Source: an optimization exercise on an open RTL-to-GDS flow (aim: small area, a short achievable clock period and few clock cycles). Production flows keep margins and buffers that such runs may drop. Only simulation tests tie the RTL to the original design; equivalence was not proved.

`run.sh`:
```
#!/bin/bash
# synth_recipe.tcl (not shown) runs the flow's synth.tcl, then flattens the netlist and writes it again
# the make line also repeats each setting of config.mk as NAME=value (left out here)
make -C /OpenROAD-flow-scripts/flow DESIGN_CONFIG=/design/flow/config.mk WORK_HOME=/design/flow/orfs CLKGATE_MAP_FILE= SYNTH_SCRIPT=/design/flow/synth_recipe.tcl finish
```
`config.mk`:
```
export PLATFORM = sky130hd
export DESIGN_NAME = mult_div_unit
export DESIGN_NICKNAME = mult_div_unit
export VERILOG_FILES = /design/flow/design.v
export SDC_FILE = /design/flow/constraint.sdc
export NUM_CORES = 4
export LEC_CHECK = 0
export ABC_AREA = 1
export CAP_MARGIN = 20
export CORE_MARGIN = 2
export CORE_UTILIZATION = 40
export SLEW_MARGIN = 20
```
`constraint.sdc`:
```
create_clock -name core_clock -period 90.0 [get_ports {clk}]
set_input_delay 18.0000 -clock core_clock [delete_from_list [all_inputs] [get_ports {clk}]]
set_output_delay 18.0000 -clock core_clock [all_outputs]
set_load 0.01 [all_outputs]
```
`design.v`:
```
`default_nettype none
module mult_div_unit #(
    parameter int RM  = 8,     
    parameter int BS  = 8     
) (
    input  logic        clk,
    input  logic        reset,
    input  logic        start,
    input  logic [2:0]  op,
    input  logic [31:0] RD1,
    input  logic [31:0] RD2,
    output logic        busy,
    output logic [31:0] HI,
    output logic [31:0] LO
);
    localparam int ND = RM / 2;                         
    localparam int W  = (32 + RM > 35) ? 32 + RM : 35;  
    localparam int NR = ND + 2;                         
    localparam logic [4:0] c_mul_last = 5'(32 / RM - 1);
    localparam logic [1:0] ST_MUL  = 2'd0;
    localparam logic [1:0] ST_MFIX = 2'd1;
    localparam logic [1:0] ST_PREP = 2'd2;
    localparam logic [1:0] ST_ITER = 2'd3;
    logic        r_busy;
    logic [1:0]  r_st;
    logic [4:0]  r_cnt;
    logic        r_sgnd;      
    logic        r_aneg;      
    logic        r_mprev;     
    logic [31:0] r_b;
    logic [31:0] r_hi;
    logic [31:0] r_lo;
    wire w_mul  = (r_st == ST_MUL);
    wire w_prep = (r_st == ST_PREP);
    wire w_iter = (r_st == ST_ITER);
    wire w_div  = r_st[1];
    wire w_bneg = r_sgnd & r_b[31];
    wire w_qneg = r_aneg ^ w_bneg;
    logic [31:0] w_am, w_bm;
    logic [5:0]  w_la, w_lb;
    logic [5:0]  w_s;
    assign w_am = r_hi ^ {32{r_aneg}};
    assign w_bm = r_b ^ {32{w_bneg}};
    always_comb begin
        w_la = 6'd0;
        w_lb = 6'd1;
        for (int i = 0; i < 32; i++) begin
            if (w_am[i]) w_la = 6'(i + 1);
            if (w_bm[i]) w_lb = 6'(i + 1);
        end
    end
    assign w_s = w_la + {5'd0, r_aneg} - w_lb;
    wire w_sneg = w_s[5];
    wire w_div0 = (r_b == 32'd0);
    logic [4:0]  w_amt;
    logic [31:0] w_sh;
    always_comb begin
        w_amt = 5'd0;
        if (w_iter) w_amt = r_cnt;
        else if (w_prep && !w_qneg) w_amt = w_s[4:0];
    end
    always_comb begin
        case (w_amt[4:3])
            2'd0: w_sh = r_b;
            2'd1: w_sh = {r_b[23:0], 8'd0};
            2'd2: w_sh = {r_b[15:0], 16'd0};
            default: w_sh = {r_b[7:0], 24'd0};
        endcase
    end
    logic [32:0]  w_a33;
    logic         w_hext;
    logic [W-1:0] w_hrow;
    logic [W-1:0] w_pp [ND];
    logic [W-1:0] w_krow;
    assign w_a33  = {w_bneg, w_sh};
    assign w_hext = r_hi[31] & (r_sgnd | ~w_div);
    assign w_hrow = W'({~w_hext, r_hi});
    always_comb begin
        logic [2:0]  bits;
        logic        one, two, neg, nprev;
        logic [33:0] pp;
        logic [W-1:0] k;
        k = W'(-(64'd1 << 32));
        nprev = 1'b0;
        for (int j = 0; j < ND; j++) begin
            bits = {r_lo[2*j+1], r_lo[2*j], (j == 0) ? r_mprev : r_lo[2*j-1]};
            one  = bits[1] ^ bits[0];
            two  = (bits == 3'b100) || (bits == 3'b011);
            neg  = bits[2];
            if (!w_mul) begin
                one = (j == 32'(w_amt[2:1])) && !w_amt[0];
                two = (j == 32'(w_amt[2:1])) && w_amt[0];
                neg = (j == 32'(w_amt[2:1])) && w_div && !w_qneg;
            end
            pp = ({34{one}} & {w_a33[32], w_a33}) | ({34{two}} & {w_a33, 1'b0});
            pp = pp ^ {34{neg}};
            w_pp[j] = W'({~pp[33], pp[32:0]}) << (2*j);
            if (j > 0) w_pp[j][2*j-2] = nprev;
            nprev = neg;
            k = k - W'(64'd1 << (33 + 2*j));
        end
        w_krow = k;
        w_krow[2*ND-2] = nprev;
    end
    logic [W-1:0] w_csa_s, w_csa_c;
    always_comb begin
        logic [W-1:0] x, y, z;
        x = w_krow;
        y = w_pp[ND-1];
        for (int i = 0; i < NR - 2; i++) begin
            if (i < ND - 1) z = w_pp[ND-2-i];
            else            z = w_hrow;
            w_csa_s = x ^ y ^ z;
            w_csa_c = ((x & y) | (x & z) | (y & z)) << 1;
            x = w_csa_s;
            y = w_csa_c;
        end
        w_csa_s = x;
        w_csa_c = y;
    end
    logic [W-1:0] w_sum;
    always_comb begin
        logic c, cb, g, p, inc;
        logic [W-1:0] s0;
        cb = 1'b0;
        for (int lo = 0; lo < W; lo += BS) begin
            c = 1'b0;
            p = 1'b1;
            for (int i = lo; i < lo + BS && i < W; i++) begin
                s0[i] = w_csa_s[i] ^ w_csa_c[i] ^ c;
                c = (w_csa_s[i] & w_csa_c[i]) | (w_csa_s[i] & c) | (w_csa_c[i] & c);
            end
            g = c;
            inc = cb;
            for (int i = lo; i < lo + BS && i < W; i++) begin
                w_sum[i] = s0[i] ^ inc;
                inc = inc & s0[i];
                p = p & s0[i];
            end
            cb = g | (p & cb);
        end
    end
    logic [34:0] w_t;
    logic        w_take;
    assign w_t    = w_sum[34:0];
    assign w_take = r_aneg ? (w_t[34] || (w_t == 35'd0)) : !w_t[34];
    wire w_acc_md = start && !op[2];
    wire w_pre_go = w_qneg ? w_take : !w_sneg;    
    always_ff @(posedge clk or negedge reset) begin
        if (!reset) begin
            r_busy <= 1'b0;
        end else if (!r_busy) begin
            r_busy <= w_acc_md;
        end else begin
            case (r_st)
                ST_MUL:  if (r_cnt == 5'd0 && (r_sgnd || !r_lo[RM-1])) r_busy <= 1'b0;
                ST_MFIX: r_busy <= 1'b0;
                ST_PREP: if (w_div0 || !w_pre_go || (!w_qneg && w_s[4:0] == 5'd0)) r_busy <= 1'b0;
                default: if (r_cnt == 5'd0) r_busy <= 1'b0;
            endcase
        end
    end
    always_ff @(posedge clk or negedge reset) begin
        if (!reset) begin
            r_st    <= ST_MUL;
            r_cnt   <= 5'd0;
            r_sgnd  <= 1'b0;
            r_aneg  <= 1'b0;
            r_mprev <= 1'b0;
        end else if (!r_busy) begin
            r_st    <= {op[1], 1'b0};
            r_cnt   <= c_mul_last;
            r_sgnd  <= !op[0];
            r_aneg  <= !op[0] && RD1[31];
            r_mprev <= 1'b0;
        end else begin
            case (r_st)
                ST_MUL: begin
                    r_mprev <= r_lo[RM-1];
                    r_cnt   <= r_cnt - 5'd1;
                    if (r_cnt == 5'd0) r_st <= ST_MFIX;
                end
                ST_PREP: begin
                    r_cnt <= w_s[4:0] - {4'd0, !w_qneg};
                    r_st  <= ST_ITER;
                end
                ST_ITER: r_cnt <= r_cnt - 5'd1;
                default: ;
            endcase
        end
    end
    always_ff @(posedge clk) begin
        if (!r_busy) r_b <= RD2;
    end
    logic [31:0] w_hi_int, w_lo_int;
    always_comb begin
        w_hi_int = r_hi;
        w_lo_int = r_lo;
        if (r_busy) begin
            case (r_st)
                ST_MUL: begin
                    w_hi_int = w_sum[RM+31:RM];
                    w_lo_int = {w_sum[RM-1:0], r_lo[31:RM]};
                end
                ST_MFIX: w_hi_int = w_sum[31:0];
                ST_PREP: begin
                    if (w_take && w_pre_go) w_hi_int = w_sum[31:0];
                    if (w_div0)       w_lo_int = '1;
                    else if (w_qneg)  w_lo_int = {32{w_take}};
                    else              w_lo_int = {31'd0, w_take && !w_sneg};
                end
                default: begin
                    if (w_take) w_hi_int = w_sum[31:0];
                    w_lo_int = {r_lo[30:0], w_take ^ w_qneg};
                end
            endcase
        end
    end
    wire w_ld_hi = !r_busy && start && (op[2] == 1'b0 || op == 3'd4);
    wire w_ld_lo = !r_busy && start && (op[2] == 1'b0 || op == 3'd5);
    always_ff @(posedge clk or negedge reset) begin
        if (!reset) begin
            r_hi <= '0;
            r_lo <= '0;
        end else begin
            r_hi <= w_ld_hi ? (RD1 & {32{op[1] | op[2]}}) : w_hi_int;
            r_lo <= w_ld_lo ? RD1 : w_lo_int;
        end
    end
    assign busy = r_busy;
    assign HI   = r_hi;
    assign LO   = r_lo;
endmodule
`default_nettype wire
```
==> results of run 1 <==
[worst register-to-register path, delay by kind of cell (launching register included)]
family	cells	cell delay, ns
AOI/OAI and AO/OA	8	2.14
DFF	1	1.11
buffers and inverters	13	2.48
adders and majority gates	22	7.27
and+or+nand+nor	45	4.51
xor gates and xnor gates	2	0.46
[synth_stat cells, types with 4 or more instances]
| library cell | instances |
|---|---|
| nand3_1 | 27 |
| buf_4 | 11 |
| nor4_1 | 17 |
| ha_1 | 114 |
| and2_1 | 4 |
| a21oi_1 | 62 |
| nor2_1 | 60 |
| nand4_1 | 11 |
| a22oi_1 | 5 |
| a31oi_1 | 53 |
| inv_1 | 236 |
| xnor2_1 | 65 |
| clkbuf_1 | 57 |
| inv_2 | 5 |
| edfxtp_1 | 32 |
| a31o_2 | 5 |
| xor2_1 | 140 |
| dfrtp_1 | 75 |
| or2_2 | 5 |
| a221oi_1 | 30 |
| o21ai_2 | 9 |
| buf_2 | 27 |
| a221oi_2 | 6 |
| o21ai_0 | 61 |
| nand2_1 | 248 |
| o22ai_1 | 166 |
| a22oi_2 | 8 |
| o211ai_1 | 4 |
| fa_1 | 125 |
[worst min path at each step]
stage,start,end,cells past startpoint
finish,r_mprev,r_mprev,2
global route,r_mprev,r_mprev,2
CTS,r_mprev,r_mprev,2
detailed placement,r_mprev,r_mprev,2
global placement,r_mprev,r_mprev,2
floorplan,r_mprev,r_mprev,2
[flip-flops by register name, summed over array words and instances (netlist names), 2 cells and up]
| register | cells |
|---|---|
| r_b | 32 |
| r_hi | 32 |
| r_lo | 32 |
| r_st | 2 |
| r_cnt | 5 |
[layout make-up]
cell class	instances	area (µm²)	area share, %
multi-input cells	1268	10400	62.7
repair buffers	157	1520	9.17
clock buffers	9	225	1.36
inverters	244	916	5.54
clock inverters	7	82.6	0.500
flip-flops and latches	107	2840	17.2
well taps	461	577	3.49
[per-layer routing]
metal / share of wire [%] / up-vias / GRT usage (%)
met2: 47 / 544 / 40.3
met3: 6.8 / 64 / 3.61
met4: 2.0 / 0 / 6.67
met5: 0 / - / 0
li1: - / 6012 / -
met1: 44 / 6544 / 34.1
[kinds of logic after synthesis]
family / after synthesis / synth area share, %
flip-flops: 107 / 19.6
adder cells (fa/ha/maj): 239 / 27.1
AND/OR/NAND/NOR: 385 / 11.3
XOR/XNOR: 206 / 12.6
AO/OA/AOI/OAI: 438 / 20.0
buffers and inverters: 343 / 9.50
[stage by stage]
stage               setup WS, ns  cells  util [%]  hold slack (ns)
finish                     69.19   2253      46.3            0.599
detailed placement         68.86   2237      45.5            0.581
floorplan                  70.67   1718         -            0.528
global placement           69.00   2237      45.5            0.567
global route               68.91   2253      46.3            0.621
CTS                        69.28   2253      46.3            0.594
==> summary.md, run 1 <==
| Metric | Value |
|---|---|
| DR vias/cell | `between 5 and 6` |
| RSZ-0062 raised after global routing | `no` |
| Die span in y | `around 190 µm` |
| CP bufs+invs | `5` |
| Die area | `37800 µm²` |
| Design Area, Final | `~17000 µm²` |
| Setup slack on the worst flop-to-flop path | `71.96 ns` |
| Final Max Tran Viols | `0` |
| PostCTS Resize Cnt | `0` |
| Crit-path max FO | `58` |
| Setup bufs post-CTS | `0` |
| CP Cell Sequence | `clkdlybuf4s50_1 > o21ai_0 > nand2_2 > buf_4 > clkinv_1 > nor2_1 > nand3_1 > nand3_2 > inv_1 > buf_4 > nand2_1 > o21ai_0` |
| Status | `complete, no violations` |
| Worst-Skew Late Latency | `0.40 ns` |
| CP endpoint | `r_hi[3]` |
| Commonest non-fill, non-tap cell in the layout | `nand2_1` |
| Grt total ovfl | `0` |
| Worst Setup Start Kind | `input port` |
| # rows | `between 60 and 70` |
| Share of layout cells above drive strength 1 | `under 10%` |
| Total GRT Usage | `24.6%` |
| Antenna viol nets, final | `0` |
| Fmax achieved | `just under 50 MHz` |
| Initial antenna violation count | `1` |
| Nets | `2096` |
| Worst EP arrival | `21.08 ns` |
| Cells after synthesis | `approximately 1700` |
| Endpoints failing hold | `0` |
| Async set or reset register ratio after synthesis | `between 70 and 80%` |
| Post-synth top area share | `approximately 17%` |
| Register area share after synthesis | `between 15 and 20%` |
| Crit Reg-Reg Endpoint | `r_hi[7]` |
| Setup TNS | `0 ns` |
| Layout fillers | `roughly 3500` |
| Commonest non-fill, non-tap cells in the layout | `nand2_1, inv_1, o22ai_1, xor2_1, clkdlybuf4s50_1` |
| Area Overhead vs Synth | `14.0%` |
| Hold Path Class | `reg -> reg` |
| Total clock sinks | `107` |
| Top_reg_cell synth | `dfrtp_1` |
| Period utilisation layout | `between 20% and 30%` |
| Reg-to-Reg Start | `r_aneg` |
| Placed inst area | `about 16000 µm²` |
| Largest net degree at the start of global routing | `just under 80` |
| Net count after synthesis | `roughly 2000` |
| Largest cells by area after synthesis | `fa_1, dfrtp_1, ha_1` |
| Final wirelength | `46700 µm` |
| CTS buffer count | `9` |
| H-tree Lvls | `3` |
| IO Count | `between 100 and 150` |
| Worst Path Required | `90.26 ns` |
| Initial Util | `40.7%` |
| ANT cells | `0` |
| Tmin final | `about 21 ns` |
| Hold_buf cts | `0` |
| Drt pass-1 iters | `25` |
| Final setup viols | `0` |
| Post-Syn Area | `roughly 14000 µm²` |
| Element type at the critical path end | `register` |
| Via count | `between 10000 and 15000` |
| Slowest stage cell on the critical path | `clkdlybuf4s50_1` |
| First-pass GRT wire length | `between 70000 and 80000 µm` |
| Synth Register Bits | `roughly 110` |
| Worst setup path start | `op[2]` |
| DRC errors left | `0` |
| Stages on the worst setup path | `12` |
| Routability cong. | `0.937` |
| Top cell type by total area after synthesis | `fa_1` |
| PortBufs | `134` |
| Starting DRC count in detailed routing | `roughly 1200` |
| Vias in the first global route | `12500` |
| CTS root buffer | `clkbuf_16` |
| Clock Skew | `between 0.015 and 0.02 ns` |
| EDFF count, synth | `32` |
| MaxCap Viol Count | `0` |
| Top delay family on crit path | `buffers and inverters` |
| Die width | `194 µm` |
| WL/cell | `about 21 µm` |
| Yosys warning count | `2` |
| Crit-path max cell delay | `between 0.5 and 0.6 ns` |
| CTS tree | `yes` |
| Yosys cell types | `58` |
| Reg2Reg Depth | `90` |
| Syn_area_per_cell | `between 8 and 9 µm²` |
| Hpwl dp | `~36000 µm` |
| Clock transition at path regs | `around 0.09 ns` |
| CTS Buffer Depth | `2` |
| Core area | `between 30000 and 40000 µm²` |
| Crit path kind | `in -> reg` |
| Rel. slew slack | `25.9%` |
| Tightest Pin Transition | `between 1 and 1.5 ns` |
Testbench counts, summed over its fixed seeds: cycles 13,407.
==> inputs of run 2 (changes only) <==
==> flow/run.sh (new file) <==
#!/bin/bash
# Layout flow: the standard synthesis and layout steps, with buf_4 port
# buffers and timing repair aimed at a setup margin that covers the clock
# period left over by the fixed 18 ns input and output delays.
set -uo pipefail
bash standard.sh synth > synth.log 2>&1 || exit 1
bash standard.sh SETUP_SLACK_MARGIN=71 \
    'BUFFER_PORTS_ARGS=-buffer_cell sky130_fd_sc_hd__buf_4' \
    finish > layout.log 2>&1 || exit 1
==> standard.sh (new file) <==
#!/bin/bash
# synth_recipe.tcl (not shown) runs the flow's synth.tcl, then flattens the netlist and writes it again
# the make line also repeats each setting of config.mk as NAME=value (left out here)
make -C /OpenROAD-flow-scripts/flow DESIGN_CONFIG=/design/flow/config.mk WORK_HOME=/design/flow/orfs CLKGATE_MAP_FILE= SYNTH_SCRIPT=/design/flow/synth_recipe.tcl "${@:-finish}"
removed: run.sh
==> summary.md, run 2 <==
| Metric | Value |
|---|---|
| PortBufs | `134 (unchanged)` |
| MaxCap Viol Count | `0 (unchanged)` |
| Largest cells by area after synthesis | `fa_1, dfrtp_1, ha_1` |
| Nets | `2192 (+4.6%)` |
| Syn_area_per_cell | `8.44 µm² (unchanged)` |
| EDFF count, synth | `32 (unchanged)` |
| Total GRT Usage | `26.3% (+1.7 points)` |
| Worst Path Required | `72.00 ns (-18.26 ns)` |
| Util after Layout | `48.7% (+2.4 points)` |
| Share of layout cells above drive strength 1 | `20.7% (+15 points)` |
| Final setup viols | `0 (unchanged)` |
| Status | `complete, no violations` |
| Commonest non-fill, non-tap cells in the layout | `nand2_1, inv_1, buf_4, o22ai_1, xor2_1` |
| Synth Register Bits | `107 (unchanged)` |
| Final worst-path setup slack | `71.00 ns (+1.81 ns)` |
| Worst Setup Start Kind | `register` |
| Top post-synthesis cells by count | `nand2_1, inv_1, o22ai_1, xor2_1, fa_1` |
| Period utilisation layout | `21.1% (-2.0 points)` |
| Worst EP arrival | `1.00 ns (-20.08 ns)` |
| Endpoints failing hold | `0 (unchanged)` |
| DR vias/cell | `5.88 (+0.56%)` |
| Final hold slack | `0.570 ns (-0.0296 ns)` |
| Top_reg_cell synth | `dfrtp_1` |
| H-tree Lvls | `3 (unchanged)` |
| Tightest Pin Transition | `1.02 ns (-0.0945 ns)` |
| RSZ-0062 raised after global routing | `yes` |
| Min-delay src | `r_mprev` |
| Clock Skew | `0.0226 ns (+0.00432 ns)` |
| Core area | `35700 µm² (unchanged)` |
| CTS Buffer Depth | `2 (unchanged)` |
| Setup slack on the worst flop-to-flop path | `72.84 ns (+0.88 ns)` |
| Worst slack at placement | `69.67 ns (+0.805 ns)` |
| Crit Reg-Reg Endpoint | `r_hi[21]` |
| Initial antenna violation count | `2 (+1)` |
| Worst-Skew Late Latency | `0.40 ns (about the same)` |
| DRC errors left | `0 (unchanged)` |
| Async set or reset register ratio after synthesis | `70.1% (unchanged)` |
| Reg2Reg Depth | `91 (+1.1%)` |
| CTS tree | `yes` |
| Fmax achieved | `52.6 MHz (+9.5%)` |
| Via count | `13800 (+4.9%)` |
| Net count after synthesis | `2027 (unchanged)` |
| Post-synth top area share | `17.3% (unchanged)` |
| Yosys warning count | `2 (unchanged)` |
| Setup TNS | `0 ns (unchanged)` |
| Top flop regs | `r_b x32, r_hi x32, r_lo x32` |
| Routability cong. | `0.939 (+0.19%)` |
| Worst Hold End | `r_mprev` |
| Yosys cell types | `58 (unchanged)` |
| Crit-path max cell delay | `0.47 ns (-0.04 ns)` |
| Count leader, synth | `nand2_1` |
| WL/cell | `21.7 µm (+4.6%)` |
| Top delay family on crit path | `flip-flops` |
| CTS root buffer | `clkbuf_16` |
| Grt total ovfl | `0 (unchanged)` |
| Largest net degree at the start of global routing | `76 (-1.3%)` |
| Slowest stage cell on the critical path | `dfrtp_2` |
| Cells after synthesis | `1718 (unchanged)` |
| CP bufs+invs | `1 (-4)` |
| Initial Util | `40.7% (unchanged)` |
| Area Overhead vs Synth | `19.8%` |
| Starting DRC count in detailed routing | `1403 (+20%)` |
| Hpwl dp | `35900 µm (-0.45%)` |
| First-pass GRT wire length | `76600 µm (+5.5%)` |
| Final Max Tran Viols | `0 (unchanged)` |
| Element type at the critical path end | `output port` |
| Post-Syn Area | `14500 µm² (unchanged)` |
| Crit-path max FO | `2 (-97%)` |
| Total clock sinks | `107 (unchanged)` |
| Worst Hold Depth | `2 (unchanged)` |
| CTS buffer count | `9 (unchanged)` |
| Reg-to-Reg Start | `r_aneg` |
| Drt pass-1 iters | `25 (unchanged)` |
| Register area share after synthesis | `19.6% (unchanged)` |
| Top cell type by total area after synthesis | `fa_1` |
| Hold Path Class | `reg -> reg` |
| Commonest non-fill, non-tap cell in the layout | `nand2_1` |
| Antenna viol nets, final | `0 (unchanged)` |
| Rel. slew slack | `31.6% (+5.7 points)` |
| Die span in y | `194 µm (unchanged)` |
| Crit path kind | `reg -> out` |
| Die width | `194 µm (unchanged)` |
| # rows | `69 (unchanged)` |
| IO Count | `135 (unchanged)` |
| Die area | `37800 µm² (unchanged)` |
| Vias in the first global route | `12800 (+2.2%)` |
| Clock transition at path regs | `0.08 ns (about the same)` |
| Tmin final | `19.00 ns (-1.81 ns)` |
| CP Cell Sequence | `buf_6` |
| Final wirelength | `51000 µm (+9.2%)` |
run 2: through the flow:
step                      instance area [µm²]  std cells
final                                   17400       2351
after global routing                    17400       2349
after CTS                               17000       2326
after detailed placement                15900       2238
after global placement                  15900       2238
after floorplan                         14600       1718
run 2: logic make-up (layout without fill, tap and decap cells):
kind of cell | count (synthesis) | in the layout | share of synthesized area (%)
flops | 107 | 107 | 19.6
other cells | 0 | 2 | 0
simple gates | 385 | 385 | 11.3
fa+ha+maj | 239 | 239 | 27.1
buf+inv | 343 | 513 | 9.50
compound gates | 438 | 438 | 20.0
xor+xnor | 206 | 206 | 12.6
run 2: worst max-delay path by stage:
stage	depth (start not counted)	slack, ns	to	startpoint
floorplan	12	70.91	r_hi[26]	start
global route	12	70.96	r_hi[7]	start
global placement	12	69.74	r_hi[7]	start
CTS	13	70.98	r_hi[7]	start
detailed placement	12	69.67	r_hi[7]	start
finish	1	71.00	HI[26]	r_hi[26]
run 2: cell type report:
| class | instances | area [µm²] |
|---|---|---|
| inverters | 244 | 961 |
| multi-input cells | 1268 | 10500 |
| repair inverters | 8 | 98.8 |
| flip-flops and latches | 107 | 2880 |
| clock buffers | 11 | 243 |
| clock inverters | 5 | 42.5 |
| well taps | 461 | 577 |
| fillers | 3402 | 18300 |
| diodes | 2 | 5.00 |
| repair buffers | 245 | 2080 |
run 2: repair_timing:
item | in CTS | in global routing
setup endpoints to repair | 112 | 82
buffers inserted | 64 | 17
pin swaps | 3 | 6
gates cloned | 8 | 6
hold buffers | 0 | 0
resized for setup | 65 | 36
hold endpoints to repair | 0 | 0
run 2: per-layer routing:
layer  vias up  wire, µm  track usage (%)
li1       6220         -                -
met1      6774     21400             36.8
met2       689     23100             40.7
met3       128      4960             5.99
met4         2      1590             7.81
met5         -        12                0
==> inputs of run 3 (changes only) <==
==> flow/run.sh (replaced) <==
#!/bin/bash
# Layout flow: the standard synthesis and layout steps, with buf_1 port
# buffers and timing repair aimed at a setup margin that covers the clock
# period left over by the fixed 18 ns input and output delays.
set -uo pipefail
bash standard.sh synth > synth.log 2>&1 || exit 1
bash standard.sh SETUP_SLACK_MARGIN=71 \
    'BUFFER_PORTS_ARGS=-buffer_cell sky130_fd_sc_hd__buf_1' \
    finish > layout.log 2>&1 || exit 1
--- a/config.mk
+++ b/config.mk
@@ -8,5 +8,5 @@
 export ABC_AREA = 1
 export CAP_MARGIN = 20
 export CORE_MARGIN = 2
-export CORE_UTILIZATION = 40
+export CORE_UTILIZATION = 60
 export SLEW_MARGIN = 20
==> summary.md, run 3 <==
| Metric | Value |
|---|---|
| Status | `complete, no violations` |
| Most frequent CP cell | `buf_6` |
| Hold Path Class | `reg -> reg` |
| Die width | `159 µm (-18%)` |
| Element type at the critical path end | `register` |
| Top_reg_cell synth | `dfrtp_1` |
| PortBufs | `134 (unchanged)` |
| Grt total ovfl | `0 (unchanged)` |
| Total GRT Usage | `36.6% (+10 points)` |
| CTS root buffer | `clkbuf_16` |
| Net count after synthesis | `2027 (unchanged)` |
| Yosys cell types | `58 (unchanged)` |
| Worst EP arrival | `19.30 ns (+18.30 ns)` |
| Clock Skew | `0.0174 ns (-0.00520 ns)` |
| Placed Cells incl. Taps | `2094 (-6.4%)` |
| Slowest stage cell on the critical path | `nor2_4` |
| Starting DRC count in detailed routing | `1559 (+11%)` |
| Worst Path Required | `90.27 ns (+18.27 ns)` |
| Top cell type by total area after synthesis | `fa_1` |
| Syn_area_per_cell | `8.44 µm² (unchanged)` |
| H-tree Lvls | `3 (unchanged)` |
| Synth Register Bits | `107 (unchanged)` |
| Register area share after synthesis | `19.6% (unchanged)` |
| Crit-path max FO | `7 (+5)` |
| Fmax achieved | `52.6 MHz (-0.13%)` |
| IO Count | `135 (unchanged)` |
| Antenna viol nets, final | `0 (unchanged)` |
| Nets | `2164 (-1.3%)` |
| Worst Setup Start Kind | `input port` |
| DRC errors left | `0 (unchanged)` |
| Async set or reset register ratio after synthesis | `70.1% (unchanged)` |
| Die area | `25400 µm² (-33%)` |
| CP Cell Sequence | `buf_6 > inv_12 > nor2_4 > nand2_4 > buf_12 > o21ai_4 > buf_6 > clkbuf_16 > o22ai_1 > a31oi_1` |
| CTS buffer count | `9 (unchanged)` |
| Core area | `23600 µm² (-34%)` |
| Yosys warning count | `2 (unchanged)` |
| Initial Util | `61.4% (+21 points)` |
| # rows | `56 (-19%)` |
| Crit path kind | `in -> reg` |
| Cells after synthesis | `1718 (unchanged)` |
| EDFF count, synth | `32 (unchanged)` |
| Final wirelength | `47500 µm (-6.8%)` |
| Final Max Tran Viols | `0 (unchanged)` |
| RSZ-0062 raised after global routing | `yes` |
| Largest net degree at the start of global routing | `76 (unchanged)` |
| Initial antenna violation count | `0 (-2)` |
| Top post-synthesis cells by count | `nand2_1, inv_1, o22ai_1, xor2_1, fa_1` |
| WL/cell | `21.8 µm (+0.53%)` |
| Top flop regs | `r_b x32, r_hi x32, r_lo x32` |
| Tmin final | `19.03 ns (+0.0255 ns)` |
| Count leader, synth | `nand2_1` |
| Tightest Pin Transition | `1.00 ns (-0.0144 ns)` |
| Period utilisation layout | `21.1% (+0.028 points)` |
| DR vias/cell | `6.30 (+7.3%)` |
| Hpwl dp | `33600 µm (-6.5%)` |
| Endpoints failing hold | `0 (unchanged)` |
| CP bufs+invs | `5 (+4)` |
| Vias in the first global route | `13000 (+1.8%)` |
| Top delay family on crit path | `buffers and inverters` |
| Commonest non-fill, non-tap cell in the layout | `nand2_1` |
| Final setup viols | `0 (unchanged)` |
| Clock transition at path regs | `0.08 ns (about the same)` |
| Setup TNS | `0 ns (unchanged)` |
| MaxCap Viol Count | `0 (unchanged)` |
| Die span in y | `159 µm (-18%)` |
| Commonest non-fill, non-tap cells in the layout | `nand2_1, inv_1, o22ai_1, xor2_1, fa_1` |
| First-pass GRT wire length | `73000 µm (-4.8%)` |
| CTS tree | `yes` |
| Post-synth top area share | `17.3% (unchanged)` |
| Share of layout cells above drive strength 1 | `13.0% (-7.7 points)` |
| Largest cells by area after synthesis | `fa_1, dfrtp_1, ha_1` |
| Routability cong. | `1.00 (+6.5%)` |
| Rel. slew slack | `33.2% (+1.6 points)` |
| Worst-Skew Late Latency | `0.37 ns (-0.03 ns)` |
| Total clock sinks | `107 (unchanged)` |
| Via count | `13700 (-0.55%)` |
| Post-Syn Area | `14500 µm² (unchanged)` |
| Area Overhead vs Synth | `14.1%` |
| Drt pass-1 iters | `7 (-72%)` |
| Fin cells | `2179 (-7.3%)` |
| CTS Buffer Depth | `2 (unchanged)` |
| ANT cells | `0 (-2)` |
| Crit-path max cell delay | `0.21 ns (-0.26 ns)` |
run 3: changes by cell type in the layout (fill, tap and decap cells not counted), sizes merged:
cell | before | now
nand2 | 251 | 254
bufbuf | 2 | 1
clkbuf | 14 | 16
buf | 240 | 209
diode | 2 | 0
clkinv | 8 | 7
clkinvlp | 4 | 5
inv | 245 | 244
run 3: timing repair:
item | 4_1_cts | 5_1_grt
gates cloned | 11 | 4
setup endpoints to repair | 88 | 86
hold buffers | 0 | 0
setup buffers | 31 | 23
gates resized for setup | 59 | 55
pin swaps | 5 | 7
run 3: metal layers:
metal	vias up	routed length (µm)	track usage (%)
met5	-	0	0
met4	0	2220	15.2
met3	168	5310	8.75
met2	799	21500	56.5
met1	6607	18500	49.5
li1	6163	-	-
run 3: worst reg2reg max path, delay by kind of cell, from the launching register on:
family                   cells  cell delay (ns)
adder cells (fa/ha/maj)     22             7.20
AND/OR/NAND/NOR             44             3.79
buffers and inverters       14             2.32
AO/OA/AOI/OAI                8             2.12
XOR/XNOR                     2             0.49
flip-flops                   1             0.34
run 3: layout make-up:
cell class	instances	area [µm²]
tap	319	399
inverter	244	961
clock buffer	10	229
sequential	107	2870
fill	1952	7070
timing repair buffer	216	1400
multi-input combinational	1271	10600
clock inverter	6	48.8
timing repair inverter	6	57.6
run 3: logic make-up after synthesis:
logic type      synth area share (%)
xor+xnor                        12.6
compound gates                  20.0
flops                           19.6
buf+inv                         9.50
fa+ha+maj                       27.1
simple gates                    11.3
run 3: path summary, 6_finish.rpt:
| kind | startpoint | endpoint | slack [ns] | cells after the start |
|---|---|---|---|---|
| setup / recovery | start | r_lo[2] | 70.97 | 10 |
| hold / removal | r_hi[7] | r_hi[7] | 0.58 | 1 |
| setup reg to reg | r_aneg | r_hi[0] | 73.68 | 90 |
| hold reg to reg | r_hi[7] | r_hi[7] | 0.58 | 1 |
| max in group asynchronous | reset | r_lo[1] | 71.38 | 2 |
| min in group asynchronous | reset | r_lo[18] | 17.89 | 2 |
run 3: stage by stage:
stage | setup WS, ns | hold WS (ns) | utilization [%] | area (µm²)
3_5_place_dp | 69.19 | 0.568 | 64.5 | 15200
4_1_cts | 71.00 | 0.579 | 68.3 | 16100
3_3_place_gp | 69.26 | 0.546 | 64.5 | 15200
6_report | 70.97 | 0.583 | 70.1 | 16500
2_1_floorplan | 70.91 | 0.528 | - | 14600
5_1_grt | 70.94 | 0.603 | 70.1 | 16500
==> inputs of run 4 (changes only) <==
--- a/flow/run.sh
+++ b/flow/run.sh
@@ -4,6 +4,6 @@
 # period left over by the fixed 18 ns input and output delays.
 set -uo pipefail
 bash standard.sh synth > synth.log 2>&1 || exit 1
-bash standard.sh SETUP_SLACK_MARGIN=71 \
+bash standard.sh SETUP_SLACK_MARGIN=70.7 \
     'BUFFER_PORTS_ARGS=-buffer_cell sky130_fd_sc_hd__buf_1' \
     finish > layout.log 2>&1 || exit 1
==> summary.md, run 4 <==
| Metric | Value |
|---|---|
| Status | `complete, no violations` |
| MaxCap Viol Count | `0 (unchanged)` |
| Initial Util | `61.4% (unchanged)` |
| Top_reg_cell synth | `dfrtp_1` |
| GRT busiest layer | `met2` |
| Grt met1 use | `48.0% (-1.5 points)` |
| First-pass GRT wire length | `69600 µm (-4.6%)` |
| Worst slack at placement | `69.10 ns (-0.0857 ns)` |
| Proportion of synthesized area in mux cells | `0% (unchanged)` |
| CTS Buffer Depth | `2 (unchanged)` |
| DR vias/cell | `6.26 (-0.70%)` |
| Final setup viols | `0 (unchanged)` |
| CTS tree | `yes` |
| Crit path kind | `in -> reg` |
| Yosys cell types | `58 (unchanged)` |
| Design Area, Final | `15700 µm² (-5.1%)` |
| Net count after synthesis | `2027 (unchanged)` |
| Die width | `159 µm (unchanged)` |
| Yosys warning count | `2 (unchanged)` |
| Post-synth top area share | `17.3% (unchanged)` |
| Compound-cell area share of the yosys netlist | `20.0% (unchanged)` |
| Area Overhead vs Synth | `8.35%` |
| Die area | `25400 µm² (unchanged)` |
| Final worst-path setup slack | `70.75 ns (-0.218 ns)` |
| Core area | `23600 µm² (unchanged)` |
| Worst Setup Start Kind | `input port` |
| Vias in the first global route | `12500 (-3.9%)` |
| Slowest stage cell on the critical path | `nand2_2` |
| Total clock sinks | `107 (unchanged)` |
| Rel. slew slack | `45.7% (+13 points)` |
| Tmin final | `19.25 ns (+0.218 ns)` |
| H-tree Lvls | `3 (unchanged)` |
| Synth Area in XOR/XNOR | `12.6% (unchanged)` |
| Commonest non-fill, non-tap cells in the layout | `nand2_1, inv_1, o22ai_1, xor2_1, buf_1` |
| # rows | `56 (unchanged)` |
| Cells after synthesis | `1718 (unchanged)` |
| Period utilisation layout | `21.4% (+0.24 points)` |
| Register area share after synthesis | `19.6% (unchanged)` |
| EDFF count, synth | `32 (unchanged)` |
| Synth Register Bits | `107 (unchanged)` |
| Count leader, synth | `nand2_1` |
| Top cell type by total area after synthesis | `fa_1` |
| Worst EP arrival | `19.48 ns (+0.18 ns)` |
| Hold Path Class | `reg -> reg` |
| CTS buffer count | `9 (unchanged)` |
| Fmax achieved | `52.0 MHz (-1.1%)` |
| Grt total ovfl | `0 (unchanged)` |
| CP Cell Sequence | `clkbuf_2 > o21ai_4 > buf_4 > nand2_2 > a21oi_1 > a31oi_1 > nand2_1 > o21ai_0` |
| GRT met2 Usage | `55.3% (-1.2 points)` |
| Worst Path Required | `90.24 ns (-0.03 ns)` |
| Layout fillers | `2100 (+7.6%)` |
| Util after Layout | `66.5% (-3.5 points)` |
| Antenna viol nets, final | `0 (unchanged)` |
| Top delay family on crit path | `compound AO/OA/AOI/OAI gates` |
| Final Max Tran Viols | `0 (unchanged)` |
| Clock Skew | `0.0148 ns (-0.00259 ns)` |
| Die span in y | `159 µm (unchanged)` |
| GRT met3 Usage | `6.02% (-2.7 points)` |
| Endpoints failing hold | `0 (unchanged)` |
| Element type at the critical path end | `register` |
| Drt pass-1 iters | `6 (-1)` |
| Crit-path max FO | `29 (+22)` |
| Top flop regs | `r_b x32, r_hi x32, r_lo x32` |
| RSZ-0062 raised after global routing | `no` |
| Adder-cell share of the synthesized area | `27.1% (unchanged)` |
| Final hold slack | `0.589 ns (+0.00625 ns)` |
| Worst-Skew Late Latency | `0.36 ns (about the same)` |
| Starting DRC count in detailed routing | `1198 (-23%)` |
| Nets | `2109 (-2.5%)` |
| Async set or reset register ratio after synthesis | `70.1% (unchanged)` |
| Largest family of logic cells by synthesized area | `adder cells` |
| Top post-synthesis cells by count | `nand2_1, inv_1, o22ai_1, xor2_1, fa_1` |
| Crit-path max cell delay | `0.38 ns (+0.17 ns)` |
| PortBufs | `134 (unchanged)` |
| CP bufs+invs | `2 (-3)` |
| ANT cells | `0 (unchanged)` |
| Clock transition at path regs | `0.08 ns (about the same)` |
| CTS root buffer | `clkbuf_16` |
| Tightest Pin Transition | `0.814 ns (-0.188 ns)` |
| Via count | `13300 (-3.2%)` |
| Initial antenna violation count | `0 (unchanged)` |
| Largest net degree at the start of global routing | `76 (unchanged)` |
| WL/cell | `21.0 µm (-3.8%)` |
| Post-Syn Area | `14500 µm² (unchanged)` |
| Post-synthesis simple-gate area fraction | `11.3% (unchanged)` |
| IO Count | `135 (unchanged)` |
| Hpwl dp | `33500 µm (-0.38%)` |
| Total GRT Usage | `34.7% (-1.8 points)` |
| Commonest non-fill, non-tap cell in the layout | `nand2_1` |
| Setup TNS | `0 ns (unchanged)` |
| DRC errors left | `0 (unchanged)` |
| Final wirelength | `44600 µm (-6.2%)` |
| Placed inst area | `15200 µm² (-0.13%)` |
| Syn_area_per_cell | `8.44 µm² (unchanged)` |
| Share of layout cells above drive strength 1 | `7.09% (-5.9 points)` |
| Routability cong. | `0.987 (-1.3%)` |
| Largest cells by area after synthesis | `fa_1, dfrtp_1, ha_1` |
==> run 4: worst min-delay path: cells and delay by family, from the launching register on <==
kind / cells / cell delay [ns]
compound gates: 1 / 0.07
buf+inv: 1 / 0.08
flops: 1 / 0.40
==> run 4: worst paths after layout <==
kind / from / to / slack (ns) / cells after the start
setup / recovery: op[1] / r_hi[29] / 70.75 / 8
hold / removal: r_cnt[3] / r_cnt[3] / 0.59 / 2
setup reg to reg: r_aneg / r_hi[7] / 73.83 / 90
hold reg to reg: r_cnt[3] / r_cnt[3] / 0.59 / 2
max in group asynchronous: reset / r_aneg / 71.72 / 3
min in group asynchronous: reset / r_lo[18] / 17.68 / 2
==> run 4: kinds of logic after synthesis <==
group,after synthesis
AO/OA/AOI/OAI,438
AND/OR/NAND/NOR,385
buffers and inverters,343
adder cells (fa/ha/maj),239
XOR/XNOR,206
flip-flops,107
==> run 4: repair_timing <==
item,4_1_cts,5_1_grt
gates cloned,3,1
hold buffers,0,0
endpoints found under the setup margin,62,64
pin swaps,2,2
buffers inserted,5,3
gates resized for setup,14,11
==> run 4: area by class of cell <==
type                    count  area [µm²]  share of cell area, %
clock buffers              14         275                   1.75
multi-input cells        1270       10400                   66.4
well taps                 319         399                   2.54
flip-flops and latches    107        2840                   18.1
clock inverters             2        17.5                  0.112
repair buffers            166         798                   5.08
repair inverters            2        15.0                 0.0956
inverters                 244         930                   5.92
==> run 4: metal layers <==
layer	vias to the layer above	wire length, µm
met5	-	0
li1	6045	-
met3	118	4190
met4	0	1610
met2	712	20500
met1	6422	18300
==> run 4: metrics by stage <==
step | instances
after floorplan | 1718
after global placement | 2095
after detailed placement | 2095
after CTS | 2119
after global routing | 2124
final | 2124
==> inputs of run 5 (changes only) <==
--- a/config.mk
+++ b/config.mk
@@ -5,7 +5,6 @@
 export SDC_FILE = /design/flow/constraint.sdc
 export NUM_CORES = 4
 export LEC_CHECK = 0
-export ABC_AREA = 1
 export CAP_MARGIN = 20
 export CORE_MARGIN = 2
 export CORE_UTILIZATION = 60
==> summary.md, run 5 <==
| Metric | Value |
|---|---|
| Synth Register Bits | `107 (unchanged)` |
| Rel. slew slack | `33.7% (-12 points)` |
| Largest net degree at the start of global routing | `76 (unchanged)` |
| Reg2Reg Depth | `54 (-40%)` |
| Yosys warning count | `2 (unchanged)` |
| CTS root buffer | `clkbuf_16` |
| Register area share after synthesis | `19.1% (-0.46 points)` |
| Post-Syn Area | `14800 µm² (+2.4%)` |
| WL/cell | `23.2 µm (+10%)` |
| RSZ-0062 raised after global routing | `yes` |
| Drt pass-1 iters | `7 (+1)` |
| Die span in y | `161 µm (+1.2%)` |
| Worst EP arrival | `1.23 ns (-18.25 ns)` |
| Reg-to-Reg Start | `r_b[31]` |
| CP bufs+invs | `1 (-1)` |
| Adder-cell share of the synthesized area | `26.5% (-0.64 points)` |
| Crit-path max FO | `8 (-72%)` |
| Hpwl dp | `36500 µm (+9.1%)` |
| Die width | `161 µm (+1.2%)` |
| Net count after synthesis | `2021 (-0.30%)` |
| Setup slack on the worst flop-to-flop path | `74.80 ns (+0.97 ns)` |
| # rows | `57 (+1.8%)` |
| Status | `complete, no violations` |
| Cells after synthesis | `1712 (-0.35%)` |
| Initial antenna violation count | `0 (unchanged)` |
| DR vias/cell | `6.62 (+5.8%)` |
| MaxCap Viol Count | `0 (unchanged)` |
| Share of layout cells above drive strength 1 | `5.18% (-1.9 points)` |
| H-tree Lvls | `3 (unchanged)` |
| Top delay family on crit path | `flip-flops` |
| Final hold slack | `0.568 ns (-0.0219 ns)` |
| Commonest non-fill, non-tap cell in the layout | `inv_1` |
| Hold Path Class | `reg -> reg` |
| Largest cells by area after synthesis | `fa_1, dfrtp_1, ha_1` |
| Period utilisation layout | `21.4% (about the same)` |
| CP Cell Sequence | `buf_1` |
| Final setup viols | `0 (unchanged)` |
| Post-synthesis simple-gate area fraction | `11.9% (+0.64 points)` |
| Core area | `24300 µm² (+3.0%)` |
| CTS Buffer Depth | `2 (unchanged)` |
| ANT cells | `0 (unchanged)` |
| Post-synth top area share | `16.9% (-0.41 points)` |
| Vias in the first global route | `13600 (+9.1%)` |
| Commonest non-fill, non-tap cells in the layout | `inv_1, a22oi_1, buf_1, fa_1, xnor2_1` |
| Setup TNS | `0 ns (unchanged)` |
| Fmax achieved | `52.0 MHz (about the same)` |
| Syn_area_per_cell | `8.67 µm² (+2.8%)` |
| Nets | `2080 (-1.4%)` |
| First-pass GRT wire length | `75900 µm (+8.9%)` |
| Top cell type by total area after synthesis | `fa_1` |
| Grt total ovfl | `0 (unchanged)` |
| Tmin final | `19.23 ns (-0.0138 ns)` |
| Count leader, synth | `inv_1` |
| Top_reg_cell synth | `dfrtp_1` |
| Clock transition at path regs | `0.09 ns (about the same)` |
| Top post-synthesis cells by count | `inv_1, a22oi_1, fa_1, xnor2_1, nor2_1` |
| Crit path kind | `reg -> out` |
| Async set or reset register ratio after synthesis | `70.1% (unchanged)` |
| IO Count | `135 (unchanged)` |
| Initial Util | `61.1% (-0.34 points)` |
| Final wirelength | `48700 µm (+9.2%)` |
| Top flop regs | `r_b x32, r_hi x32, r_lo x32` |
| Compound-cell area share of the yosys netlist | `21.8% (+1.9 points)` |
| Slowest stage cell on the critical path | `dfrtp_1` |
| Yosys cell types | `77 (+33%)` |
| Final Max Tran Viols | `0 (unchanged)` |
| Antenna viol nets, final | `0 (unchanged)` |
| Endpoints failing hold | `0 (unchanged)` |
| Synth Area in XOR/XNOR | `9.02% (-3.6 points)` |
| Stages on the worst setup path | `1 (-7)` |
| Proportion of synthesized area in mux cells | `3.41% (+3.4 points)` |
| CTS buffer count | `9 (unchanged)` |
| CTS tree | `yes` |
| Clock Skew | `0.0173 ns (+0.00250 ns)` |
| Layout fillers | `2165 (+3.1%)` |
| Worst Path Required | `72.00 ns (-18.24 ns)` |
| Die area | `26000 µm² (+2.4%)` |
| Element type at the critical path end | `output port` |
| Hold_buf cts | `0 (unchanged)` |
| Largest family of logic cells by synthesized area | `adder cells` |
| PortBufs | `134 (unchanged)` |
| Tightest Pin Transition | `0.994 ns (+0.180 ns)` |
| Total clock sinks | `107 (unchanged)` |
| Starting DRC count in detailed routing | `1399 (+17%)` |
| Area Overhead vs Synth | `6.83%` |
| Crit Reg-Reg Endpoint | `r_busy` |
| Routability cong. | `1.02 (+3.6%)` |
| Crit-path max cell delay | `0.66 ns (+0.28 ns)` |
| Worst-Skew Late Latency | `0.37 ns (about the same)` |
| EDFF count, synth | `32 (unchanged)` |
| CP endpoint | `HI[15]` |
| Worst setup path start | `r_hi[15]` |
| DRC errors left | `0 (unchanged)` |
| Via count | `13900 (+4.6%)` |
| Worst Setup Start Kind | `register` |
| Total GRT Usage | `37.4% (+2.7 points)` |
## run 5: metal layers
layer	up-vias	global-route usage (%)	share of wire (%)
met3	148	6.50	8.9
met4	0	16.3	4.3
met1	6788	48.4	39
met5	-	0	0
met2	790	61.9	48
li1	6180	-	-
## run 5: logic make-up (layout without fill, tap and decap cells)
group,count (synthesis),count (layout)
AOI/OAI and AO/OA,474,474
xor gates and xnor gates,153,153
adders and majority gates,239,239
DFF,107,107
muxes,48,48
and+or+nand+nor,379,379
buffers and inverters,312,376
## run 5: final cells by class
type / instances / area, µm² / share of cell area (%)
Clock buffer: 9 / 225 / 1.42
Timing Repair Buffer: 165 / 747 / 4.71
Clock inverter: 7 / 57.6 / 0.363
Tap cell: 324 / 405 / 2.56
Inverter: 195 / 732 / 4.61
Sequential cell: 107 / 2840 / 17.9
Multi-Input combinational cell: 1293 / 10900 / 68.5
## run 5: timing repair
| action | CTS | global route |
|---|---|---|
| endpoints found under the hold margin | 0 | 0 |
| resized for setup | 0 | 4 |
| setup endpoints to repair | 0 | 60 |
| buffers inserted | 0 | 0 |
## run 5: stage by stage
step	instance area, µm²	util (%)	setup WS, ns	std cells
after detailed placement	15600	64.0	70.34	2084
final	15900	65.2	70.77	2100
after global placement	15600	64.0	70.07	2084
after CTS	15800	65.2	70.73	2100
after global routing	15900	65.2	70.69	2100
after floorplan	14800	-	70.88	1712
## run 5: worst min path at each step
| stage | start | endpoint | slack (ns) | cells after the start |
|---|---|---|---|---|
| floorplan | r_mprev | r_mprev | 0.51 | 2 |
| global placement | r_mprev | r_mprev | 0.53 | 2 |
| detailed placement | r_mprev | r_mprev | 0.55 | 2 |
| CTS | r_mprev | r_mprev | 0.57 | 2 |
| global route | r_mprev | r_mprev | 0.60 | 2 |
| finish | r_mprev | r_mprev | 0.57 | 2 |
==> inputs of run 6 (changes only) <==
--- a/flow/run.sh
+++ b/flow/run.sh
@@ -4,6 +4,6 @@
 # period left over by the fixed 18 ns input and output delays.
 set -uo pipefail
 bash standard.sh synth > synth.log 2>&1 || exit 1
-bash standard.sh SETUP_SLACK_MARGIN=70.7 \
+bash standard.sh SETUP_SLACK_MARGIN=70.9 \
     'BUFFER_PORTS_ARGS=-buffer_cell sky130_fd_sc_hd__buf_1' \
     finish > layout.log 2>&1 || exit 1
--- a/config.mk
+++ b/config.mk
@@ -5,6 +5,7 @@
 export SDC_FILE = /design/flow/constraint.sdc
 export NUM_CORES = 4
 export LEC_CHECK = 0
+export ABC_AREA = 1
 export CAP_MARGIN = 20
 export CORE_MARGIN = 2
 export CORE_UTILIZATION = 60
==> summary.md, run 6 <==
| Metric | Value |
|---|---|
| Fmax achieved | `52.4 MHz (+0.74%)` |
| Drt pass-1 iters | `6 (-1)` |
| Commonest non-fill, non-tap cell in the layout | `nand2_1` |
| Yosys cell types | `58 (-25%)` |
| Slowest stage cell on the critical path | `dfrtp_1` |
| Register area share after synthesis | `19.6% (+0.46 points)` |
| Share of layout cells above drive strength 1 | `8.75% (+3.6 points)` |
| Element type at the critical path end | `output port` |
| Worst Hold Depth | `2 (unchanged)` |
| GRT met3 Usage | `7.55% (+1.1 points)` |
| Period utilisation layout | `21.2% (-0.16 points)` |
| Crit-path max FO | `4 (-4)` |
| Die area | `25400 µm² (-2.3%)` |
| Top cell type by total area after synthesis | `fa_1` |
| Rel. slew slack | `31.5% (-2.2 points)` |
| Layout fillers | `2071 (-4.3%)` |
| Stages on the worst setup path | `1 (unchanged)` |
| CP bufs+invs | `1 (unchanged)` |
| RSZ-0062 raised after global routing | `yes` |
| CP endpoint | `LO[16]` |
| Tightest Pin Transition | `1.03 ns (+0.0332 ns)` |
| Top delay family on crit path | `flip-flops` |
| Routability cong. | `1.00 (-2.2%)` |
| Initial Util | `61.4% (+0.34 points)` |
| Antenna viol nets, final | `0 (unchanged)` |
| Clock transition at path regs | `0.09 ns (about the same)` |
| Net count after synthesis | `2027 (+0.30%)` |
| GRT busiest layer | `met2` |
| Worst EP arrival | `1.09 ns (-0.14 ns)` |
| Cells after synthesis | `1718 (+0.35%)` |
| Endpoints failing hold | `0 (unchanged)` |
| Hold_buf cts | `0 (unchanged)` |
| Placed Cells incl. Taps | `2094 (+0.48%)` |
| Core area | `23600 µm² (-2.9%)` |
| DRC errors left | `0 (unchanged)` |
| Post-synth top area share | `17.3% (+0.41 points)` |
| Async set or reset register ratio after synthesis | `70.1% (unchanged)` |
| Hpwl dp | `33400 µm (-8.4%)` |
| Util after Layout | `67.7% (+2.4 points)` |
| Worst Setup Start Kind | `register` |
| Crit-path max cell delay | `0.53 ns (-0.13 ns)` |
| H-tree Lvls | `3 (unchanged)` |
| Nets | `2122 (+2.0%)` |
| Commonest non-fill, non-tap cells in the layout | `nand2_1, inv_1, o22ai_1, xor2_1, buf_1` |
| Count leader, synth | `nand2_1` |
| CTS buffer count | `9 (unchanged)` |
| GRT met2 Usage | `54.7% (-7.2 points)` |
| Via count | `13600 (-2.2%)` |
| # rows | `56 (-1.8%)` |
| Grt met1 use | `47.6% (-0.77 points)` |
| Crit Reg-Reg Endpoint | `r_hi[1]` |
| Total GRT Usage | `35.4% (-2.0 points)` |
| Grt total ovfl | `0 (unchanged)` |
| Worst Path Required | `72.00 ns (about the same)` |
| Vias in the first global route | `12900 (-5.4%)` |
| MaxCap Viol Count | `0 (unchanged)` |
| Worst-Skew Late Latency | `0.37 ns (about the same)` |
| Largest net degree at the start of global routing | `76 (unchanged)` |
| PortBufs | `134 (unchanged)` |
| Final setup viols | `0 (unchanged)` |
| WL/cell | `21.7 µm (-6.3%)` |
| Final wirelength | `46400 µm (-4.7%)` |
| Largest cells by area after synthesis | `fa_1, dfrtp_1, ha_1` |
| Initial antenna violation count | `0 (unchanged)` |
| CTS Buffer Depth | `2 (unchanged)` |
| Status | `complete, no violations` |
| Top flop regs | `r_b x32, r_hi x32, r_lo x32` |
| Setup TNS | `0 ns (unchanged)` |
| Final Max Tran Viols | `0 (unchanged)` |
| Reg2Reg Depth | `89 (+65%)` |
| Clock Skew | `0.0158 ns (-0.00149 ns)` |
| Hold Path Class | `reg -> reg` |
| DR vias/cell | `6.36 (-3.9%)` |
| Reg-to-Reg Start | `r_aneg` |
| Setup slack on the worst flop-to-flop path | `73.67 ns (-1.13 ns)` |
| Synth Register Bits | `107 (unchanged)` |
| Crit path kind | `reg -> out` |
| Top_reg_cell synth | `dfrtp_1` |
| Tmin final | `19.09 ns (-0.141 ns)` |
| EDFF count, synth | `32 (unchanged)` |
| Final hold slack | `0.593 ns (+0.0252 ns)` |
| Starting DRC count in detailed routing | `1437 (+2.7%)` |
| Yosys warning count | `2 (unchanged)` |
| Die width | `159 µm (-1.2%)` |
| CTS tree | `yes` |
| Top post-synthesis cells by count | `nand2_1, inv_1, o22ai_1, xor2_1, fa_1` |
| Post-Syn Area | `14500 µm² (-2.4%)` |
| Total clock sinks | `107 (unchanged)` |
| First-pass GRT wire length | `70900 µm (-6.6%)` |
| Fin cells | `2137 (+1.8%)` |
| Syn_area_per_cell | `8.44 µm² (-2.7%)` |
| Die span in y | `159 µm (-1.2%)` |
| ANT cells | `0 (unchanged)` |
| IO Count | `135 (unchanged)` |
| Worst setup path start | `r_lo[16]` |
| Area Overhead vs Synth | `10.2%` |
| CTS root buffer | `clkbuf_16` |
| CP Cell Sequence | `buf_1` |
run 6: kinds of logic (layout without fill, tap and decap cells):
logic type / Yosys count / count (layout) / synth area share, %
fa+ha+maj: 239 / 239 / 27.1
flops: 107 / 107 / 19.6
simple gates: 385 / 387 / 11.3
buf+inv: 343 / 441 / 9.50
compound gates: 438 / 438 / 20.0
xor+xnor: 206 / 206 / 12.6
run 6: through the flow:
stage / setup WS (ns) / area (µm²)
3_5_place_dp: 69.28 / 15200
2_1_floorplan: 70.90 / 14500
3_3_place_gp: 69.41 / 15200
6_report: 70.91 / 16000
4_1_cts: 70.90 / 15800
5_1_grt: 70.89 / 16000
run 6: metal layers:
metal / wire [µm] / vias to the layer above
li1: - / 6072
met1: 17900 / 6502
met2: 20900 / 854
met3: 5380 / 166
met4: 2240 / 0
met5: 0 / -
run 6: worst min-delay path: cells and delay by family (launching register included):
kind / cells / cell delay (ns)
compound gates: 1 / 0.06
simple gates: 1 / 0.08
flops: 1 / 0.42
run 6: worst min path at each step:
stage / from / end
2_1_floorplan: r_mprev / r_mprev
3_3_place_gp: r_mprev / r_mprev
3_5_place_dp: r_mprev / r_mprev
4_1_cts: r_mprev / r_mprev
5_1_grt: r_mprev / r_mprev
6_report: r_mprev / r_mprev
run 6: timing repair:
| item | 4_1_cts | 5_1_grt |
|---|---|---|
| resized for setup | 27 | 18 |
| pin swaps | 4 | 1 |
| setup endpoints to repair | 71 | 56 |
| gates cloned | 6 | 6 |
| buffers inserted | 12 | 3 |
run 6: area by class of cell:
cell class / count / area, µm² / area share [%]
clock inverters: 6 / 62.6 / 0.392
multi-input cells: 1270 / 10500 / 65.6
well taps: 319 / 399 / 2.50
clock buffers: 10 / 250 / 1.57
repair buffers: 176 / 955 / 5.97
inverters: 244 / 936 / 5.86
flip-flops and latches: 107 / 2850 / 17.8
repair inverters: 5 / 51.3 / 0.321
==> inputs of run 7 (changes only) <==
--- a/flow/run.sh
+++ b/flow/run.sh
@@ -4,6 +4,6 @@
 # period left over by the fixed 18 ns input and output delays.
 set -uo pipefail
 bash standard.sh synth > synth.log 2>&1 || exit 1
-bash standard.sh SETUP_SLACK_MARGIN=70.9 \
+bash standard.sh SETUP_SLACK_MARGIN=70.4 \
     'BUFFER_PORTS_ARGS=-buffer_cell sky130_fd_sc_hd__buf_1' \
     finish > layout.log 2>&1 || exit 1
==> summary.md, run 7 <==
| Metric | Value |
|---|---|
| Status | `complete, no violations` |
| Cells after synthesis | `1718 (unchanged)` |
| Worst Setup Start Kind | `input port` |
| Starting DRC count in detailed routing | `1282 (-11%)` |
| Final setup viols | `0 (unchanged)` |
| Top flop regs | `r_b x32, r_hi x32, r_lo x32` |
| Hold Path Class | `reg -> reg` |
| RSZ-0062 raised after global routing | `no` |
| Hpwl dp | `33900 µm (+1.3%)` |
| Top post-synthesis cells by count | `nand2_1, inv_1, o22ai_1, xor2_1, fa_1` |
| Rel. slew slack | `36.0% (+4.5 points)` |
| Total GRT Usage | `34.8% (-0.56 points)` |
| Die area | `25400 µm² (unchanged)` |
| H-tree Lvls | `3 (unchanged)` |
| DRC errors left | `0 (unchanged)` |
| Worst setup path start | `op[1]` |
| Largest cells by area after synthesis | `fa_1, dfrtp_1, ha_1` |
| Largest net degree at the start of global routing | `76 (unchanged)` |
| WL/cell | `21.3 µm (-2.0%)` |
| Yosys cell types | `58 (unchanged)` |
| Synth Register Bits | `107 (unchanged)` |
| Worst-Skew Late Latency | `0.37 ns (about the same)` |
| Crit Reg-Reg Endpoint | `r_hi[7]` |
| Commonest non-fill, non-tap cells in the layout | `nand2_1, inv_1, o22ai_1, xor2_1, buf_1` |
| Clock Skew | `0.0108 ns (-0.00497 ns)` |
| Initial antenna violation count | `0 (unchanged)` |
| Hold_buf cts | `0 (unchanged)` |
| Drt pass-1 iters | `6 (unchanged)` |
| Worst EP arrival | `19.70 ns (+18.61 ns)` |
| Worst Hold Depth | `2 (unchanged)` |
| Final Max Tran Viols | `0 (unchanged)` |
| Reg-to-Reg Start | `r_aneg` |
| Worst Path Required | `90.25 ns (+18.25 ns)` |
| IO Count | `135 (unchanged)` |
| Antenna viol nets, final | `0 (unchanged)` |
| Clock transition at path regs | `0.08 ns (about the same)` |
| Reg2Reg Depth | `90 (+1.1%)` |
| Die width | `159 µm (unchanged)` |
| Design Area, Final | `15600 µm² (-2.2%)` |
| Placed inst area | `15200 µm² (about the same)` |
| Share of layout cells above drive strength 1 | `6.99% (-1.8 points)` |
| # rows | `56 (unchanged)` |
| Crit-path max FO | `31 (+27)` |
| Count leader, synth | `nand2_1` |
| CTS buffer count | `9 (unchanged)` |
| ANT cells | `0 (unchanged)` |
| EDFF count, synth | `32 (unchanged)` |
| Net count after synthesis | `2027 (unchanged)` |
| Post-synth top area share | `17.3% (unchanged)` |
| CTS root buffer | `clkbuf_16` |
| Syn_area_per_cell | `8.44 µm² (unchanged)` |
| PortBufs | `134 (unchanged)` |
| Period utilisation layout | `21.6% (+0.40 points)` |
| Element type at the critical path end | `register` |
| Async set or reset register ratio after synthesis | `70.1% (unchanged)` |
| Die span in y | `159 µm (unchanged)` |
| First-pass GRT wire length | `69900 µm (-1.4%)` |
| Post-Syn Area | `14500 µm² (unchanged)` |
| Area Overhead vs Synth | `7.84%` |
| MaxCap Viol Count | `0 (unchanged)` |
| Crit path kind | `in -> reg` |
| Tmin final | `19.45 ns (+0.362 ns)` |
| Fmax achieved | `51.4 MHz (-1.9%)` |
| Worst slack at placement | `68.97 ns (-0.305 ns)` |
| Core area | `23600 µm² (unchanged)` |
| Final worst-path setup slack | `70.55 ns (-0.362 ns)` |
| Register area share after synthesis | `19.6% (unchanged)` |
| CTS tree | `yes` |
| Final hold slack | `0.598 ns (+0.00556 ns)` |
| Top_reg_cell synth | `dfrtp_1` |
| Commonest non-fill, non-tap cell in the layout | `nand2_1` |
| Endpoints failing hold | `0 (unchanged)` |
| Grt total ovfl | `0 (unchanged)` |
| Tightest Pin Transition | `0.959 ns (-0.0682 ns)` |
| Vias in the first global route | `12600 (-2.0%)` |
| Setup TNS | `0 ns (unchanged)` |
| DR vias/cell | `6.28 (-1.3%)` |
| Routability cong. | `1.02 (+2.0%)` |
| CP endpoint | `r_hi[0]` |
| Top cell type by total area after synthesis | `fa_1` |
| Final wirelength | `45200 µm (-2.7%)` |
| Total clock sinks | `107 (unchanged)` |
| Via count | `13300 (-2.0%)` |
| CTS Buffer Depth | `2 (unchanged)` |
| Initial Util | `61.4% (unchanged)` |
| Setup slack on the worst flop-to-flop path | `73.57 ns (-0.10 ns)` |
| Yosys warning count | `2 (unchanged)` |
| Nets | `2106 (-0.75%)` |
## run 7: cell counts after synthesis
No cell type changed its count.
## run 7: per-layer routing
layer	up-vias	global-route usage [%]	part of all wire, %
met4	0	11.9	3.6
li1	6034	-	-
met1	6480	47.9	40
met2	693	56.4	47
met5	-	0	0
met3	109	5.47	9.5
## run 7: cells by family (layout without fill, tap and decap cells)
kind of cell / after synthesis / in the layout / synth area share, %
flip-flops: 107 / 107 / 19.6
XOR/XNOR: 206 / 206 / 12.6
AND/OR/NAND/NOR: 385 / 387 / 11.3
AO/OA/AOI/OAI: 438 / 439 / 20.0
adder cells (fa/ha/maj): 239 / 239 / 27.1
buffers and inverters: 343 / 424 / 9.50
## run 7: worst min-delay path by stage
stage | startpoint | end | slack [ns]
floorplan | r_mprev | r_mprev | 0.53
global placement | r_mprev | r_mprev | 0.56
detailed placement | r_mprev | r_mprev | 0.57
CTS | r_mprev | r_mprev | 0.58
global route | r_mprev | r_mprev | 0.62
finish | r_mprev | r_mprev | 0.60
## run 7: final cells by class
class,instances,area (µm²)
clock buffers,9,225
clock inverters,7,58.8
fillers,2123,7980
inverters,244,925
multi-input cells,1271,10400
flip-flops and latches,107,2840
well taps,319,399
repair buffers,163,738
repair inverters,1,7.51
## run 7: critical path: stages
cell	delay, ns
clkbuf_2	0.12
nor2_1	0.31
inv_1	0.52
a21oi_1	0.47
a31oi_1	0.09
nand2_1	0.10
o21ai_0	0.08
## run 7: what timing repair did
| action | 4_1_cts | 5_1_grt |
|---|---|---|
| setup buffers | 1 | 6 |
| gates cloned | 1 | 3 |
| endpoints found under the setup margin | 32 | 59 |
| endpoints found under the hold margin | 0 | 0 |
| resized for setup | 11 | 5 |
| pin swaps | 1 | 4 |
## run 7: stage by stage
stage | instances | util (%)
6_report | 2121 | 66.2
3_5_place_dp | 2094 | 64.4
5_1_grt | 2121 | 66.2
4_1_cts | 2112 | 65.8
2_1_floorplan | 1718 | -
3_3_place_gp | 2094 | 64.4

## port drivers added, routing unchanged
No port has a modelled driver above. Below, the same layouts with a new extraction and two added sets of constraints. Step 1, drivers: a clkbuf_16 drives clk and a buf_2 each remaining input, both assumed. Step 2 also shifts input and output timing later by t, the mid clock arrival at the registers, as if the neighbouring blocks saw the same clock. a / b / c = ideal ports / drivers / drivers and shift; a / b = the first two.
| run | shift t [ns] | setup slack, ns | worst slew at a driven data input, ns | cell pins on the clock port's net |
|---|---|---|---|---|
| run 1 | 0.434 | 69.187 / 69.202 / 68.768 | 0.04 | 1 |
| run 2 | 0.436 | 70.998 / 70.949 / 70.583 | 0.05 | 1 |
| run 3 | 0.409 | 70.972 / 70.948 / 70.563 | 0.04 | 1 |
| run 4 | 0.404 | 70.754 / 70.780 / 70.375 | 0.03 | 1 |
| run 5 | 0.413 | 70.768 / 70.717 / 70.452 | 0.06 | 1 |
| run 6 | 0.417 | 70.909 / 70.855 / 70.549 | 0.05 | 1 |
| run 7 | 0.413 | 70.546 / 70.575 / 70.162 | 0.04 | 1 |
After both steps setup and hold are still met in every run listed. The setup slack of run 1, which loses most, moves by +0.015 ns with the drivers and by -0.419 ns with both steps.
